Context: an optimization exercise on an open-source flow, tuned for small area, a short achievable clock period and few clock cycles per item. The choices shown serve that exercise and are no tape-out recipe. At most, simulation tests tie the RTL to the original design; equivalence was not proved.

// mdu_alu
module mdu_alu #(
    parameter int XLEN    = 32,
    parameter int SHAMT_W = $clog2(XLEN)
) (
    input  logic            clk,
    input  logic            rst,
    input  logic            in_valid,
    output logic            in_ready,
    input  logic [4:0]      in_op,
    input  logic [XLEN-1:0] in_a,
    input  logic [XLEN-1:0] in_b,
    input  logic            kill,
    output logic            out_valid,
    input  logic            out_ready,
    output logic [XLEN-1:0] out_result,
    output logic            out_illegal
);
Size: about 5200 cells after synthesis, ~280 flip-flops, ~110 I/O pins.
clock: 11.0 ns
lec_check: 0
abc_area: 1
cap_margin: 20
core_margin: 2
core_utilization: 50
setup_slack_margin: 5
slew_margin: 20
standard.sh (not shown) runs the stock make flow with config.mk's settings and CLKGATE_MAP_FILE= SYNTH_SCRIPT=/design/flow/synth_recipe.tcl, a recipe that flattens the netlist after the stock synthesis.
==> flow/flow/run.sh <==
#!/bin/bash
set -euo pipefail
MARGIN=6.0
sed -e "s/SETUP_SLACK_MARGIN=[0-9.]*/SETUP_SLACK_MARGIN=$MARGIN/" \
    -e "s/\"\${@:-finish}\"/MATCH_CELL_FOOTPRINT=0 'BUFFER_PORTS_ARGS=-buffer_cell sky130_fd_sc_hd__buf_4' \"\${@:-finish}\"/" \
    standard.sh > standard_tuned.sh
grep -q "SETUP_SLACK_MARGIN=$MARGIN" standard_tuned.sh
grep -q "MATCH_CELL_FOOTPRINT=0" standard_tuned.sh
bash standard_tuned.sh finish > standard_tuned.log 2>&1
The starting point completed without violations.
Testbench counts at the start, summed over its fixed seeds: cycles 29,752, items 16,000.
==> next run, changes <==
CORE_UTILIZATION = 35   (was 50)
After rerunning: The changed run ran to the end with no violations; synthesized area stays the same; core utilization decreases by 17 points; wire length is lower by 1.8%; cell area is about the same; sequential share of layout area stays flat.
==> next run, changes <==
ABC_AREA = default   (was 1)
CORE_UTILIZATION = 40   (was 35)
Effect: The new run went through all stages and came out clean. Worst setup slack improves by 0.12 ns. Register-to-register slack degrades by 0.04 ns. Final area climbs by a few percent. Hold slack degrades by 0.027 ns. Clock skew drops by 0.035 ns. Die area drops by roughly a tenth. Cell count drops by roughly a tenth. Global-route usage climbs by 1.4 points. Routed wire length drops by a few percent. Via count drops by a few percent.
==> next run, changes <==
--- a/flow/flow/run.sh
+++ b/flow/flow/run.sh
@@ -2,3 +2,3 @@
 set -euo pipefail
-MARGIN=6.0
+MARGIN=6.1
 sed -e "s/SETUP_SLACK_MARGIN=[0-9.]*/SETUP_SLACK_MARGIN=$MARGIN/" \
ABC_AREA = 1   (was default)
What happened: The new run ran to the end with no violations. Setup slack improved by 0.040 ns. Synthesized area is lower by about 3.5%. Maximum frequency is higher by 0.79%. Clock skew is higher by 0.0075 ns. First-iteration DRC count is higher by 3.3%. Global-route usage is higher by 2.7 points.


mdu_alu, a different RTL version from the one above (not shown whole).
Size in the first run: about 5,700 cells after synthesis, about 280 flip-flops, ~110 I/O pins, roughly 40,000 um^2 of cells after synthesis.
clock: 11.0 ns
lec_check: 0
abc_area: 1
cap_margin: 20
core_margin: 2
core_utilization: 40
setup_slack_margin: 5
slew_margin: 20
==> flow/flow/run.sh <==
#!/bin/bash
set -euo pipefail
MARGIN=6.3
sed -e "s/SETUP_SLACK_MARGIN=[0-9.]*/SETUP_SLACK_MARGIN=$MARGIN/" \
    -e "s/\"\${@:-finish}\"/MATCH_CELL_FOOTPRINT=0 'BUFFER_PORTS_ARGS=-buffer_cell sky130_fd_sc_hd__buf_4' \"\${@:-finish}\"/" \
    standard.sh > standard_tuned.sh
grep -q "SETUP_SLACK_MARGIN=$MARGIN" standard_tuned.sh
grep -q "MATCH_CELL_FOOTPRINT=0" standard_tuned.sh
bash standard_tuned.sh finish > standard_tuned.log 2>&1
Testbench counts at the start, summed over its fixed seeds: cycles 29,752, items 16,000.
Rerun with:
--- a/flow/flow/run.sh
+++ b/flow/flow/run.sh
@@ -1,5 +1,5 @@
 #!/bin/bash
 set -euo pipefail
-MARGIN=6.3
+MARGIN=5.5
 sed -e "s/SETUP_SLACK_MARGIN=[0-9.]*/SETUP_SLACK_MARGIN=$MARGIN/" \
     -e "s/\"\${@:-finish}\"/MATCH_CELL_FOOTPRINT=0 'BUFFER_PORTS_ARGS=-buffer_cell sky130_fd_sc_hd__buf_4' \"\${@:-finish}\"/" \
Design area falls by 6.3%.
Wire length falls by 2.5%.
Utilization falls by 2.9 points.
Die area does not change.
Worst setup slack is worse by 360 ps.
Rerun with:
--- a/flow/flow/run.sh
+++ b/flow/flow/run.sh
@@ -1,5 +1,5 @@
 #!/bin/bash
 set -euo pipefail
-MARGIN=5.5
+MARGIN=6.0
 sed -e "s/SETUP_SLACK_MARGIN=[0-9.]*/SETUP_SLACK_MARGIN=$MARGIN/" \
     -e "s/\"\${@:-finish}\"/MATCH_CELL_FOOTPRINT=0 'BUFFER_PORTS_ARGS=-buffer_cell sky130_fd_sc_hd__buf_4' \"\${@:-finish}\"/" \
Flip-flop and latch count is unchanged.
Non-clock buffer count grows by 36.
Wire length shrinks by 6.0%.


before:
RTL: one of the versions met above, not the one the previous note started from.
For scale: about 0.038 mm^2 of cells after synthesis.
Settings: LEC_CHECK=0, ABC_AREA=1, CAP_MARGIN=20, CORE_MARGIN=2, CORE_UTILIZATION=40, SETUP_SLACK_MARGIN=5, SLEW_MARGIN=20; clock period 11.0 ns.
==> flow/flow/run.sh <==
#!/bin/bash
set -euo pipefail
MARGIN=6.2
sed -e "s/SETUP_SLACK_MARGIN=[0-9.]*/SETUP_SLACK_MARGIN=$MARGIN/" \
    -e "s/\"\${@:-finish}\"/MATCH_CELL_FOOTPRINT=0 'BUFFER_PORTS_ARGS=-buffer_cell sky130_fd_sc_hd__buf_4' \"\${@:-finish}\"/" \
    standard.sh > standard_tuned.sh
grep -q "SETUP_SLACK_MARGIN=$MARGIN" standard_tuned.sh
grep -q "MATCH_CELL_FOOTPRINT=0" standard_tuned.sh
bash standard_tuned.sh finish > standard_tuned.log 2>&1
Testbench counts of before, summed over its fixed seeds: cycles 29,752, items 16,000.
Edits applied to the flow inputs when going from before to after:
-- flow/flow/run.sh --
<<< before, line 3
MARGIN=6.2
>>> after, line 3
MARGIN=6.0
--- outcome ---
Fraction of synthesized area in multiplexers: before vs after identical
Min multi-input gate area in the final layout across after and before: after
The cell with the largest stage delay on the worst path comes out fa_2 in one run and o21ai_2 in the other, namely in after and before respectively.
after falls short of before in routed wire length.


Another version of the RTL of mdu_alu (not shown whole).
Size in the first run: about 170 flip-flops, ~0.033 mm^2 of cells after synthesis.
Settings: LEC_CHECK=0, CAP_MARGIN=20, CORE_MARGIN=2, CORE_UTILIZATION=40, SETUP_SLACK_MARGIN=5, SLEW_MARGIN=20; clock period 11.0 ns.
run.sh (not shown) runs the stock make flow with config.mk's settings and CLKGATE_MAP_FILE= SYNTH_SCRIPT=/design/flow/synth_recipe.tcl, a recipe that flattens the netlist after the stock synthesis.
Stock flow here: none of the scripts above is used.
The baseline completed without violations.
Edit:
- SETUP_SLACK_MARGIN: 5 -> not set
Effect: The changed run completed without violations; hold slack loses 14 ps; global-route usage falls by 4.6 points; setup slack loses 1800 ps.
No run of this note included a check of the RTL's function; only the layout flow was run.


mdu_alu, a different RTL version from the one above (not shown whole).
For scale: about 5800 cells after synthesis, roughly 240 flip-flops, roughly 0.040 mm2 of cells after synthesis.
export LEC_CHECK = 0
export ABC_AREA = 1
export CAP_MARGIN = 20
export CORE_MARGIN = 2
export CORE_UTILIZATION = 40
export SETUP_SLACK_MARGIN = 5
export SLEW_MARGIN = 20
create_clock -name core_clock -period 11.0 [get_ports {clk}]
standard.sh (not shown) runs the stock make flow with config.mk's settings and CLKGATE_MAP_FILE= SYNTH_SCRIPT=/design/flow/synth_recipe.tcl, a recipe that flattens the netlist after the stock synthesis.
==> flow/flow/run.sh <==
#!/bin/bash
set -euo pipefail
MARGIN=6.0
sed -e "s/SETUP_SLACK_MARGIN=[0-9.]*/SETUP_SLACK_MARGIN=$MARGIN/" \
    -e "s/\"\${@:-finish}\"/MATCH_CELL_FOOTPRINT=0 'BUFFER_PORTS_ARGS=-buffer_cell sky130_fd_sc_hd__buf_4' \"\${@:-finish}\"/" \
    standard.sh > standard_tuned.sh
grep -q "SETUP_SLACK_MARGIN=$MARGIN" standard_tuned.sh
grep -q "MATCH_CELL_FOOTPRINT=0" standard_tuned.sh
bash standard_tuned.sh finish > standard_tuned.log 2>&1
The baseline went through all stages and came out clean.
Change:
--- a/flow/flow/run.sh
+++ b/flow/flow/run.sh
@@ -2,3 +2,3 @@
 set -euo pipefail
-MARGIN=6.0
+MARGIN=5.5
 sed -e "s/SETUP_SLACK_MARGIN=[0-9.]*/SETUP_SLACK_MARGIN=$MARGIN/" \
The changed run completed with no timing, DRC or antenna violations. Fmax is higher slightly. Sequential cell count stays the same. Die area does not change. Design area is lower by a few percent.
No functional check of the RTL was part of any run of this note.


== exp/indigo ==
Another version of the RTL of mdu_alu (not shown whole).
For scale: ~5900 cells after synthesis, about 110 I/O pins, ~41000 um^2 of cells after synthesis.
make LEC_CHECK=0 ABC_AREA=1 CAP_MARGIN=20 CORE_MARGIN=2 CORE_UTILIZATION=40 SETUP_SLACK_MARGIN=5 SLEW_MARGIN=20 finish   # period 11.0 ns
run.sh (not shown) runs the stock make flow with config.mk's settings and CLKGATE_MAP_FILE= SYNTH_SCRIPT=/design/flow/synth_recipe.tcl, a recipe that flattens the netlist after the stock synthesis.
Stock flow here: none of the scripts above is used.
Edits applied to the flow inputs when going from exp/indigo to exp/nickel:
Settings: ABC_AREA removed (was 1).
Notes after the runs:
Against exp/indigo, total wire length after detailed routing in exp/nickel came out better. Every run (exp/nickel and exp/indigo) finished clean. Per the comparison of exp/nickel with exp/indigo, headroom to the max-slew limit lost 6.2 points; count of non-CTS buffers in the layout picked up an extra 42.
Relative to exp/nickel, the following input files were edited for exp/amber:
==> flow/flow/run.sh (new file) <==
#!/bin/bash
set -euo pipefail
sed 's/SETUP_SLACK_MARGIN=[0-9.]*/SETUP_SLACK_MARGIN=5.5/' standard.sh > standard_margin.sh
grep -q 'SETUP_SLACK_MARGIN=5.5' standard_margin.sh
bash standard_margin.sh finish > standard_margin.log 2>&1
==> flow/standard.sh (new file) <==
#!/bin/bash
# synth_recipe.tcl (not shown) runs the flow's synth.tcl, then flattens the netlist and writes it again
# the make line also repeats each setting of config.mk as NAME=value (left out here)
make -C /OpenROAD-flow-scripts/flow DESIGN_CONFIG=/design/flow/config.mk WORK_HOME=/design/flow/orfs CLKGATE_MAP_FILE= SYNTH_SCRIPT=/design/flow/synth_recipe.tcl "${@:-finish}"
removed: flow/run.sh
==> notes.md <==
From exp/nickel to exp/amber the numbers moved as follows: area growth from synthesis to layout +1.1 points, non-clock buffer count higher, via count of the first global-routing pass increased about 0.9%, routed wirelength normalized by instance count saw an increase. Compared with exp/nickel, exp/amber shows delay of the slowest cell on the worst path lower by 80 ps. Result for exp/nickel and exp/amber: all clean. Diff exp/nickel -> exp/amber: critical path data required time comparable, met3 track demand over resource increased by 1.3 points relative to the old numbers.
Function was not checked in any run of this note: the RTL went through the layout flow alone.

separate check: timing with driven ports:
The flow's constraints put no driver on any port. The routed layouts listed below were extracted and timed again, unchanged, in two steps.
Step 1, drivers: a clkbuf_16 drives clk and a buf_2 each remaining input, both assumed.
Step 2 times the ports against the registers' clock, not the clock port: input delays grow and output delays shrink by t, the midpoint of the rising clock arrivals with the driver on.
Slacks: ideal ports / drivers / drivers and shift; pairs: ideal ports / drivers.
run	shift t [ns]	setup slack, ns	latest minus earliest clock arrival (ns)	slew at the worst register clock pin (ns)	cell pins on the clock port's net
the first run of note 1	0.680	5.923 / 5.841 / 5.497	0.033 / 0.033	0.07 / 0.07	1
the second run of note 1	0.684	5.829 / 5.756 / 5.498	0.062 / 0.061	0.07 / 0.07	1
the third run of note 1	0.652	5.953 / 5.883 / 5.368	0.027 / 0.026	0.06 / 0.06	1
the fourth run of note 1	0.663	5.992 / 5.926 / 5.506	0.035 / 0.035	0.07 / 0.07	1
the first run of note 2	0.692	5.831 / 5.757 / 5.489	0.020 / 0.020	0.07 / 0.07	1
the second run of note 2	0.669	5.469 / 5.469 / 4.993	0.032 / 0.032	0.07 / 0.07	1
the third run of note 2	0.655	5.857 / 5.830 / 5.522	0.041 / 0.041	0.07 / 0.07	1
before	0.669	5.915 / 5.857 / 5.618	0.035 / 0.035	0.07 / 0.07	1
after	0.659	5.916 / 5.847 / 5.465	0.048 / 0.048	0.07 / 0.07	1
the first run of note 4	0.585	3.665 / 3.665 / 3.665	0.023 / 0.023	0.10 / 0.10	1
the second run of note 4	0.601	1.894 / 1.894 / 1.894	0.024 / 0.024	0.10 / 0.10	1
the first run of note 5	0.667	5.002 / 4.924 / 5.460	0.046 / 0.045	0.07 / 0.07	1
the second run of note 5	0.659	5.024 / 4.955 / 5.158	0.034 / 0.033	0.06 / 0.06	1
exp/indigo	0.676	5.116 / 5.116 / 4.601	0.037 / 0.037	0.07 / 0.07	1
exp/nickel	0.661	4.991 / 4.991 / 4.598	0.022 / 0.022	0.06 / 0.06	1
exp/amber	0.663	5.486 / 5.486 / 4.921	0.036 / 0.036	0.08 / 0.08	1
After both steps every run listed still meets setup and hold. The setup slack of the third run of note 1, which loses most, moves by -0.070 ns with the drivers and by -0.585 ns with both steps.
